This design comes from an exercise in tuning for small area, a short achievable clock period and few clock cycles per item on the open sky130 flow, not from production work. The RTL was checked by simulation tests, not by an equivalence proof against the original design. Power and IR drop assume default switching activity.

==> flow/design.v <==
`default_nettype none
package swms_pkg;
    localparam int WINDOW_MAX   = 128;
    localparam int WINDOW_RESET = 100;
    localparam int SAMPLE_W = 16;
    localparam int LEN_W    = 8;
    localparam int PTR_W    = $clog2(WINDOW_MAX);
    localparam int FILL_W   = $clog2(WINDOW_MAX + 1);
    localparam int SUM_W    = SAMPLE_W + PTR_W + 1;
    localparam int SQSUM_W  = 2 * SAMPLE_W + PTR_W - 1;
endpackage
`default_nettype wire
`default_nettype none
module swms_ram #(
    parameter int WIDTH = 16,
    parameter int DEPTH = 128
) (
    input  wire logic                     clk,
    input  wire logic                     we,
    input  wire logic [$clog2(DEPTH)-1:0] waddr,
    input  wire logic [WIDTH-1:0]         wdata,
    input  wire logic                     re,
    input  wire logic [$clog2(DEPTH)-1:0] raddr,
    output logic      [WIDTH-1:0]         rdata
);
    logic [WIDTH-1:0] mem [DEPTH];
    always_ff @(posedge clk)
    begin
        if (we)
        begin
            mem[waddr] <= wdata;
        end
        if (re)
        begin
            rdata <= mem[raddr];
        end
    end
endmodule
`default_nettype wire
`default_nettype none
module sliding_window_mean_stddev (
    input  wire logic                               clk,
    input  wire logic                               rst_n,
    input  wire logic                               sample_valid,
    output logic                                    sample_stall,
    input  wire logic signed [swms_pkg::SAMPLE_W-1:0] sample,
    output logic                                    result_valid,
    input  wire logic                               result_stall,
    output logic signed [swms_pkg::SAMPLE_W-1:0]    mean,
    output logic        [swms_pkg::SAMPLE_W-1:0]    deviation,
    output logic                                    valid_res,
    input  wire logic                               cfg_valid,
    output logic                                    cfg_ready,
    input  wire logic   [swms_pkg::LEN_W-1:0]       window_length
);
    localparam int WINDOW_MAX   = swms_pkg::WINDOW_MAX;
    localparam int WINDOW_RESET = swms_pkg::WINDOW_RESET;
    localparam int SAMPLE_W     = swms_pkg::SAMPLE_W;
    localparam int LEN_W        = swms_pkg::LEN_W;
    localparam int PTR_W        = swms_pkg::PTR_W;
    localparam int FILL_W       = swms_pkg::FILL_W;
    localparam int SUM_W        = swms_pkg::SUM_W;
    localparam int SQSUM_W      = swms_pkg::SQSUM_W;
    localparam int MUL_W  = 24;
    localparam int PROD_W = 2 * MUL_W;
    localparam int MAG_W  = SUM_W - 1;           
    localparam int NUM_W  = 2 * MAG_W;           
    localparam int DVS_W  = 2 * LEN_W - 1;       
    localparam int ROOT_W = NUM_W / 2;
    localparam int SQR_W  = ROOT_W + 1;
    localparam int SUB_W  = ROOT_W + 3;
    localparam int CNT_W  = $clog2(NUM_W + 1);
    typedef enum logic [14:0] {
        ST_IDLE     = 15'b000000000000001,
        ST_OLD_SQ   = 15'b000000000000010,
        ST_OLD_SUB  = 15'b000000000000100,
        ST_NEW_SQ   = 15'b000000000001000,
        ST_NEW_ADD  = 15'b000000000010000,
        ST_SUM_SQ   = 15'b000000000100000,
        ST_A_LO     = 15'b000000001000000,
        ST_A_HI     = 15'b000000010000000,
        ST_A_SUM    = 15'b000000100000000,
        ST_DIFF_NN  = 15'b000001000000000,
        ST_MEAN_DIV = 15'b000010000000000,
        ST_VAR_LOAD = 15'b000100000000000,
        ST_VAR_DIV  = 15'b001000000000000,
        ST_SQRT     = 15'b010000000000000,
        ST_OUT      = 15'b100000000000000
    } state_t;
    function automatic logic [SAMPLE_W-1:0] mag16(input logic [SAMPLE_W-1:0] x);
        mag16 = x[SAMPLE_W-1] ? (~x + 1'b1) : x;
    endfunction
    state_t                 state_reg,   state_next;
    logic [LEN_W-1:0]       n_reg,       n_next;
    logic [FILL_W-1:0]      fill_reg,    fill_next;
    logic [PTR_W-1:0]       ptr_reg,     ptr_next;
    logic [SUM_W-1:0]       sum_reg,     sum_next;
    logic [SQSUM_W-1:0]     sumsq_reg,   sumsq_next;
    logic [CNT_W-1:0]       cnt_reg,     cnt_next;
    logic                   full_reg,    full_next;
    logic                   ok_reg,      ok_next;
    logic                   ovalid_reg,  ovalid_next;
    logic [SAMPLE_W-1:0]    smp_reg,     smp_next;
    logic [PTR_W-1:0]       slot_reg,    slot_next;
    logic [SAMPLE_W-1:0]    old_reg,     old_next;
    logic [PROD_W-1:0]      prod_reg,    prod_next;
    logic [NUM_W-1:0]       acc_reg,     acc_next;
    logic [NUM_W-1:0]       b_reg,       b_next;
    logic [NUM_W-1:0]       quo_reg,     quo_next;
    logic [DVS_W-1:0]       rem_reg,     rem_next;
    logic [DVS_W-1:0]       dvs_reg,     dvs_next;
    logic [ROOT_W-1:0]      root_reg,    root_next;
    logic [SQR_W-1:0]       sqr_reg,     sqr_next;
    logic [SAMPLE_W-1:0]    mres_reg,    mres_next;
    logic [SAMPLE_W-1:0]    omean_reg,   omean_next;
    logic [SAMPLE_W-1:0]    odev_reg,    odev_next;
    logic                   ook_reg,     ook_next;
    logic                   in_xfer, cfg_xfer, out_xfer, idle;
    logic [SAMPLE_W-1:0]    ram_rdata;
    logic                   ram_we;
    logic [MUL_W-1:0]       mul_a, mul_b;
    logic [SUB_W-1:0]       sub_a, sub_b;
    logic [SUB_W:0]         sub_diff;
    logic                   sub_ge;
    logic [SUM_W-1:0]       sum_mag;
    logic [SUM_W-1:0]       smp_ext, old_ext;
    logic [DVS_W:0]         div_shift;
    logic [SQR_W+1:0]       sqr_shift;
    logic [NUM_W:0]         var_diff;
    logic [LEN_W-1:0]       ptr_inc;
    logic [FILL_W-1:0]      fill_inc;
    logic [LEN_W-1:0]       len_clamped;
    assign idle         = (state_reg == ST_IDLE);
    assign cfg_ready    = idle;
    assign sample_stall = !idle || cfg_valid;
    assign in_xfer      = sample_valid && !sample_stall;
    assign cfg_xfer     = cfg_valid && cfg_ready;
    assign out_xfer     = ovalid_reg && !result_stall;
    assign result_valid = ovalid_reg;
    assign mean         = omean_reg;
    assign deviation    = odev_reg;
    assign valid_res    = ook_reg;
    assign sum_mag  = sum_reg[SUM_W-1] ? (~sum_reg + 1'b1) : sum_reg;
    assign smp_ext  = {{(SUM_W-SAMPLE_W){smp_reg[SAMPLE_W-1]}}, smp_reg};
    assign old_ext  = {{(SUM_W-SAMPLE_W){old_reg[SAMPLE_W-1]}}, old_reg};
    assign ptr_inc  = LEN_W'(ptr_reg) + 1'b1;
    assign fill_inc = fill_reg + 1'b1;
    assign var_diff = {1'b0, acc_reg} - {1'b0, b_reg};
    always_comb
    begin
        if (window_length == '0)
        begin
            len_clamped = LEN_W'(1);
        end
        else if (FILL_W'(window_length) > FILL_W'(WINDOW_MAX))
        begin
            len_clamped = LEN_W'(WINDOW_MAX);
        end
        else
        begin
            len_clamped = window_length;
        end
    end
    swms_ram #(
        .WIDTH (SAMPLE_W),
        .DEPTH (WINDOW_MAX)
    ) u_ring (
        .clk   (clk),
        .we    (ram_we),
        .waddr (slot_reg),
        .wdata (smp_reg),
        .re    (in_xfer),
        .raddr (ptr_reg),
        .rdata (ram_rdata)
    );
    assign ram_we = (state_reg == ST_NEW_SQ);
    always_comb
    begin
        mul_a = '0;
        mul_b = '0;
        unique case (state_reg)
            ST_OLD_SQ:
            begin
                mul_a = MUL_W'(mag16(ram_rdata));
                mul_b = MUL_W'(mag16(ram_rdata));
            end
            ST_NEW_SQ:
            begin
                mul_a = MUL_W'(mag16(smp_reg));
                mul_b = MUL_W'(mag16(smp_reg));
            end
            ST_SUM_SQ:
            begin
                mul_a = MUL_W'(sum_mag[MAG_W-1:0]);
                mul_b = MUL_W'(sum_mag[MAG_W-1:0]);
            end
            ST_A_LO:
            begin
                mul_a = MUL_W'(n_reg);
                mul_b = sumsq_reg[MUL_W-1:0];
            end
            ST_A_HI:
            begin
                mul_a = MUL_W'(n_reg);
                mul_b = MUL_W'(sumsq_reg[SQSUM_W-1:MUL_W]);
            end
            ST_DIFF_NN:
            begin
                mul_a = MUL_W'(n_reg);
                mul_b = MUL_W'(n_reg);
            end
            default:
            begin
                mul_a = '0;
                mul_b = '0;
            end
        endcase
    end
    assign div_shift = {rem_reg, quo_reg[NUM_W-1]};
    assign sqr_shift = {sqr_reg, quo_reg[NUM_W-1 -: 2]};
    always_comb
    begin
        if (state_reg == ST_SQRT)
        begin
            sub_a = SUB_W'(sqr_shift);
            sub_b = SUB_W'({root_reg, 2'b01});
        end
        else
        begin
            sub_a = SUB_W'(div_shift);
            sub_b = SUB_W'(dvs_reg);
        end
    end
    assign sub_diff = {1'b0, sub_a} - {1'b0, sub_b};
    assign sub_ge   = !sub_diff[SUB_W];
    always_comb
    begin
        state_next  = state_reg;
        n_next      = n_reg;
        fill_next   = fill_reg;
        ptr_next    = ptr_reg;
        sum_next    = sum_reg;
        sumsq_next  = sumsq_reg;
        cnt_next    = cnt_reg;
        full_next   = full_reg;
        ok_next     = ok_reg;
        ovalid_next = ovalid_reg && !out_xfer;
        smp_next    = smp_reg;
        slot_next   = slot_reg;
        old_next    = old_reg;
        prod_next   = prod_reg;
        acc_next    = acc_reg;
        b_next      = b_reg;
        quo_next    = quo_reg;
        rem_next    = rem_reg;
        dvs_next    = dvs_reg;
        root_next   = root_reg;
        sqr_next    = sqr_reg;
        mres_next   = mres_reg;
        omean_next  = omean_reg;
        odev_next   = odev_reg;
        ook_next    = ook_reg;
        unique case (state_reg)
            ST_IDLE:
            begin
                if (cfg_xfer)
                begin
                    n_next     = len_clamped;
                    fill_next  = '0;
                    ptr_next   = '0;
                    sum_next   = '0;
                    sumsq_next = '0;
                end
                else if (in_xfer)
                begin
                    smp_next  = sample;
                    full_next = (fill_reg >= FILL_W'(n_reg));
                    if (fill_reg >= FILL_W'(n_reg))
                    begin
                        slot_next  = ptr_reg;
                        state_next = ST_OLD_SQ;
                    end
                    else
                    begin
                        slot_next  = fill_reg[PTR_W-1:0];
                        state_next = ST_NEW_SQ;
                    end
                end
            end
            ST_OLD_SQ:
            begin
                old_next   = ram_rdata;
                prod_next  = mul_a * mul_b;
                state_next = ST_OLD_SUB;
            end
            ST_OLD_SUB:
            begin
                sum_next   = sum_reg - old_ext;
                sumsq_next = sumsq_reg - prod_reg[SQSUM_W-1:0];
                ptr_next   = (ptr_inc == n_reg) ? '0 : ptr_inc[PTR_W-1:0];
                state_next = ST_NEW_SQ;
            end
            ST_NEW_SQ:
            begin
                prod_next  = mul_a * mul_b;
                state_next = ST_NEW_ADD;
            end
            ST_NEW_ADD:
            begin
                sum_next   = sum_reg + smp_ext;
                sumsq_next = sumsq_reg + prod_reg[SQSUM_W-1:0];
                if (!full_reg)
                begin
                    fill_next = fill_inc;
                end
                ok_next = full_reg || (fill_inc == FILL_W'(n_reg));
                if (full_reg || (fill_inc == FILL_W'(n_reg)))
                begin
                    state_next = ST_SUM_SQ;
                end
                else
                begin
                    state_next = ST_OUT;
                end
            end
            ST_SUM_SQ:
            begin
                prod_next  = mul_a * mul_b;
                state_next = ST_A_LO;
            end
            ST_A_LO:
            begin
                b_next     = prod_reg[NUM_W-1:0];
                prod_next  = mul_a * mul_b;
                state_next = ST_A_HI;
            end
            ST_A_HI:
            begin
                acc_next   = prod_reg[NUM_W-1:0];
                prod_next  = mul_a * mul_b;
                state_next = ST_A_SUM;
            end
            ST_A_SUM:
            begin
                acc_next   = acc_reg + {prod_reg[NUM_W-MUL_W-1:0], {MUL_W{1'b0}}};
                state_next = ST_DIFF_NN;
            end
            ST_DIFF_NN:
            begin
                acc_next   = var_diff[NUM_W] ? '0 : var_diff[NUM_W-1:0];
                prod_next  = mul_a * mul_b;
                quo_next   = {sum_mag[MAG_W-1:0], {(NUM_W-MAG_W){1'b0}}};
                rem_next   = '0;
                dvs_next   = DVS_W'(n_reg);
                cnt_next   = CNT_W'(MAG_W);
                state_next = ST_MEAN_DIV;
            end
            ST_MEAN_DIV:
            begin
                rem_next = sub_ge ? sub_diff[DVS_W-1:0] : div_shift[DVS_W-1:0];
                quo_next = {quo_reg[NUM_W-2:0], sub_ge};
                cnt_next = cnt_reg - 1'b1;
                if (cnt_reg == CNT_W'(1))
                begin
                    state_next = ST_VAR_LOAD;
                end
            end
            ST_VAR_LOAD:
            begin
                mres_next  = sum_reg[SUM_W-1] ? (~quo_reg[SAMPLE_W-1:0] + 1'b1)
                                              : quo_reg[SAMPLE_W-1:0];
                quo_next   = acc_reg;
                rem_next   = '0;
                dvs_next   = prod_reg[DVS_W-1:0];
                cnt_next   = CNT_W'(NUM_W);
                state_next = ST_VAR_DIV;
            end
            ST_VAR_DIV:
            begin
                rem_next = sub_ge ? sub_diff[DVS_W-1:0] : div_shift[DVS_W-1:0];
                quo_next = {quo_reg[NUM_W-2:0], sub_ge};
                cnt_next = cnt_reg - 1'b1;
                if (cnt_reg == CNT_W'(1))
                begin
                    root_next  = '0;
                    sqr_next   = '0;
                    cnt_next   = CNT_W'(ROOT_W);
                    state_next = ST_SQRT;
                end
            end
            ST_SQRT:
            begin
                sqr_next  = sub_ge ? sub_diff[SQR_W-1:0] : sqr_shift[SQR_W-1:0];
                root_next = {root_reg[ROOT_W-2:0], sub_ge};
                quo_next  = {quo_reg[NUM_W-3:0], 2'b00};
                cnt_next  = cnt_reg - 1'b1;
                if (cnt_reg == CNT_W'(1))
                begin
                    state_next = ST_OUT;
                end
            end
            ST_OUT:
            begin
                if (!ovalid_reg || !result_stall)
                begin
                    ovalid_next = 1'b1;
                    ook_next    = ok_reg;
                    if (ok_reg)
                    begin
                        omean_next = mres_reg;
                        odev_next  = (root_reg[ROOT_W-1:SAMPLE_W] != '0) ? '1
                                                                        : root_reg[SAMPLE_W-1:0];
                    end
                    else
                    begin
                        omean_next = '0;
                        odev_next  = '0;
                    end
                    state_next = ST_IDLE;
                end
            end
            default:
            begin
                state_next = ST_IDLE;
            end
        endcase
    end
    always_ff @(posedge clk or negedge rst_n)
    begin
        if (!rst_n)
        begin
            state_reg  <= ST_IDLE;
            n_reg      <= LEN_W'(WINDOW_RESET);
            fill_reg   <= '0;
            ptr_reg    <= '0;
            sum_reg    <= '0;
            sumsq_reg  <= '0;
            cnt_reg    <= '0;
            full_reg   <= 1'b0;
            ok_reg     <= 1'b0;
            ovalid_reg <= 1'b0;
        end
        else
        begin
            state_reg  <= state_next;
            n_reg      <= n_next;
            fill_reg   <= fill_next;
            ptr_reg    <= ptr_next;
            sum_reg    <= sum_next;
            sumsq_reg  <= sumsq_next;
            cnt_reg    <= cnt_next;
            full_reg   <= full_next;
            ok_reg     <= ok_next;
            ovalid_reg <= ovalid_next;
        end
    end
    always_ff @(posedge clk)
    begin
        smp_reg   <= smp_next;
        slot_reg  <= slot_next;
        old_reg   <= old_next;
        prod_reg  <= prod_next;
        acc_reg   <= acc_next;
        b_reg     <= b_next;
        quo_reg   <= quo_next;
        rem_reg   <= rem_next;
        dvs_reg   <= dvs_next;
        root_reg  <= root_next;
        sqr_reg   <= sqr_next;
        mres_reg  <= mres_next;
        omean_reg <= omean_next;
        odev_reg  <= odev_next;
        ook_reg   <= ook_next;
    end
endmodule
`default_nettype wire
==> flow/run.sh <==
#!/bin/bash
# synth_recipe.tcl (not shown) runs the flow's synth.tcl, then flattens the netlist and writes it again
# the make line also repeats each setting of config.mk as NAME=value (left out here)
make -C /OpenROAD-flow-scripts/flow DESIGN_CONFIG=/design/flow/config.mk WORK_HOME=/design/flow/orfs CLKGATE_MAP_FILE= SYNTH_SCRIPT=/design/flow/synth_recipe.tcl finish
==> flow/config.mk <==
export PLATFORM = sky130hd
export DESIGN_NAME = sliding_window_mean_stddev
export DESIGN_NICKNAME = sliding_window_mean_stddev
export VERILOG_FILES = /design/flow/design.v
export SDC_FILE = /design/flow/constraint.sdc
export NUM_CORES = 4
export LEC_CHECK = 0
export CAP_MARGIN = 20
export CORE_MARGIN = 2
export CORE_UTILIZATION = 40
export SLEW_MARGIN = 20
==> flow/constraint.sdc <==
create_clock -name core_clock -period 11.0 [get_ports {clk}]
set_input_delay 2.2000 -clock core_clock [delete_from_list [all_inputs] [get_ports {clk}]]
set_output_delay 2.2000 -clock core_clock [all_outputs]
set_load 0.01 [all_outputs]
==> flow_metrics.tcl <==
set metrics [dict create \
    status "timing/DRC/antenna clean" \
    required_ps 11540 \
    tritoncts "built" \
    synth.avg_cell_area_um2 15.5 \
    synthArstFlopShare 0.0432 \
    drc 0 \
    insertion_delay_ps 860 \
    fin_crit_ps 10580 \
    crit_fanout 17 \
    die_x_um 562 \
    critPathArrivalTime_ps 11120 \
    layout-drive-gt1-share 0.172 \
    synth_flop_cell "edfxtp_1" \
    largest_reg_flops 2048 \
    max_freq_mhz 94.5 \
    worst_pin_slew_ps 1050 \
    overflow 0 \
    fin_cells 12685 \
    cts_num_sinks 2522 \
    synth_area_leaders "edfxtp_1 (58%), mux4_2 (12%), fa_1 (7.4%)" \
    fillCellCount 26809 \
    ant_nets 0 \
    slew_violations 0 \
    yosysTopAreaCellShare 0.582 \
    routed_wl_um 336000 \
    drv_cap 0 \
    first_pass_iters 8 \
    synth.largest_area_cell "edfxtp_1" \
    timing.final.crit_share 0.962 \
    start_util 0.403 \
    drt_iter0_markers 7952 \
    syn-cell-area_mm2 0.125 \
    tns_ps 0 \
    clkTransAtPathRegs_ps 60 \
    grt_pass1_wl_um 492000 \
    syn_to_final_growth_pct 12.7 \
    critPathMostFrequentCell "fa_1" \
    slew_headroom 0.298 \
    critical_path_class "reg2reg" \
    final_cell_mix "edfxtp_1 (2413), inv_1 (767), nand2_1 (712)" \
    p_per_area_mw_per_mm2 139 \
    final_common_cell "edfxtp_1" \
    cp_slowest_cell "or3b_2" \
    hold_violations 0 \
    register_area_mm2 0.0752 \
    ioPinCount 65 \
    vias 71843 \
    design.core.area_mm2 0.309 \
    rows 204 \
    synthCells 8049 \
    multi_input_area_mm2 0.0453 \
    place.gp.congestion 0.938 \
    grt_max_degree 133 \
    grt_pass1_vias 72194 \
    largest-register "u_ring.mem" \
    synth_cell_types 88 \
    clockBufferDepth 4 \
    p_leak_nw 50.5 \
    vias_per_cell 5.66 \
    min-delay-path-class "reg2reg" \
    port_buffers 64 \
    critPathLaunchType "flip-flop" \
    place_ws_ps 187 \
    antenna_found_initial 23 \
    skew_ps 64.7 \
    worst_ir_drop_vdd_v 0.000129 \
    cts_buffers 277 \
    dp_hpwl_um 222000 \
    endpoint_kind "flip-flop" \
    crit_path_max_incr_delay_ps 630 \
    die_h_um 562 \
    cts_root_buf "clkbuf_16" \
    synth_seq_cells 2522 \
    cts_max_level 5 \
    post-place-cells 12187 \
    setup_slack_ps 422 \
    num-nets-final 9179 \
    synth-edff-count 2413 \
    ys_seq_area_frac 0.604 \
    finalSetupViolations 0 \
    fin_total_pwr_mw 19.4 \
    yosysWarnings 2 \
    gr-usage-all-layers 0.211 \
    die_area_mm2 0.316 \
    post-route-util 0.454 \
    wire_per_inst_um 26.5 \
    grt_setup_unrepaired "yes" \
]
[critical path, delay by kind of cell (launching register included)]
kind / cells / cell delay [ps]
fa+ha+maj: 8 / 3800
xor+xnor: 1 / 80
simple gates: 7 / 2150
compound gates: 12 / 3090
flops: 1 / 440
buf+inv: 7 / 750
[cell usage after synthesis (14+ instances only)]
| cell | instances |
|---|---|
| xor2_1 | 115 |
| a22oi_1 | 34 |
| o21bai_1 | 22 |
| buf_1 | 69 |
| nor2_1 | 430 |
| or4_1 | 18 |
| dfrtp_1 | 105 |
| or3_1 | 32 |
| ha_1 | 338 |
| nand3_1 | 65 |
| or2_2 | 19 |
| clkbuf_1 | 280 |
| o21a_1 | 49 |
| fa_1 | 463 |
| mux2_2 | 24 |
| inv_1 | 768 |
| a21o_1 | 88 |
| nor4_1 | 20 |
| mux4_2 | 672 |
| and2_1 | 79 |
| xnor2_1 | 183 |
| o21ai_0 | 266 |
| a222oi_1 | 47 |
| nor2b_1 | 31 |
| and3_1 | 17 |
| a31oi_1 | 14 |
| edfxtp_1 | 2413 |
| nand4_1 | 22 |
| nand2_1 | 717 |
| a211oi_1 | 27 |
| nand2b_1 | 58 |
| o41ai_1 | 15 |
| o31ai_1 | 50 |
| nor3_1 | 49 |
| a21oi_1 | 265 |
[power breakdown]
group | internal [mW] | switching (mW) | total [mW] | leakage (nW)
registers | 10.4 | 0.00403 | 10.4 | 22.7
logic | 0.0270 | 0.0461 | 0.0731 | 23.5
clock network | 5.21 | 3.79 | 9.00 | 4.26
[final timing paths]
kind	end	slack [ps]	startpoint	cells past startpoint
max	prod_reg[45]$_DFFE_PP_	420	state_reg[12]$_DFFE_PN0P_	35
max reg2reg	prod_reg[45]$_DFFE_PP_	420	state_reg[12]$_DFFE_PN0P_	35
min in group asynchronous	sumsq_reg[19]$_DFFE_PN0P_	1450	rst_n	1
min	omean_reg[14]$_SDFFCE_PN0P_	490	mres_reg[14]$_DFFE_PN_	1
max in group asynchronous	ptr_reg[2]$_DFFE_PN0P_	8040	rst_n	2
min reg2reg	omean_reg[14]$_SDFFCE_PN0P_	490	mres_reg[14]$_DFFE_PN_	1
[per-stage QoR]
stage | area, µm² | hold WS, ps
3_3_place_gp | 132000 | 480
6_report | 140000 | 491
3_5_place_dp | 132000 | 500
5_1_grt | 140000 | 509
2_1_floorplan | 125000 | 424
4_1_cts | 140000 | 489
[cell families after synthesis]
group / synth area share
xor gates and xnor gates: 0.0212
other: 0.0000603
muxes: 0.124
DFF: 0.604
adders and majority gates: 0.108
buffers and inverters: 0.0342
and+or+nand+nor: 0.0568
AOI/OAI and AO/OA: 0.0513
[routing by layer]
metal,track usage,share of wire,up-vias
met2,0.337,0.47,2973
met3,0.0317,0.076,507
met5,0,0.00036,-
met4,0.0583,0.029,12
met1,0.301,0.42,37663
li1,-,-,30688
[final cells by class]
class	count	share of cell area
Timing Repair Buffer	363	0.0215
Sequential cell	2522	0.536
Antenna cell	9	0.000160
Tap cell	4120	0.0367
Multi-Input combinational cell	4406	0.323
Inverter	779	0.0209
Clock buffer	345	0.0528
Clock inverter	141	0.00924
[what timing repair did]
action,CTS,global route
endpoints found under the hold margin,0,0
setup endpoints to repair,0,5
setup buffers,0,0
gates resized for setup,0,14
hold buffers,0,0
Testbench counts, summed over its fixed seeds: cycles 205,000, items 2,400.

-- separate check: timing with driven ports --
How much do the figures lean on ideal ports? The routed layout below was timed once more, with nothing changed but the port constraints.
Step 1 assumes that a clkbuf_16 drives the clock port and a buf_2 every other input.
Step 2 also shifts input and output timing later by t, the mid clock arrival at the registers, as if the neighbouring blocks saw the same clock.
Three values: ideal, step 1, step 2; two values: the first two.
t (ns): 0.915
slack for setup (ns): 0.422 / 0.422 / 0.422
clock arrival spread, ns: 0.071 / 0.071
worst register clock-pin slew, ns: 0.07 / 0.07
After both steps this run still meets setup and hold. For this run, drivers alone change the setup slack by 0.000 ns; drivers and shift together by 0.000 ns.
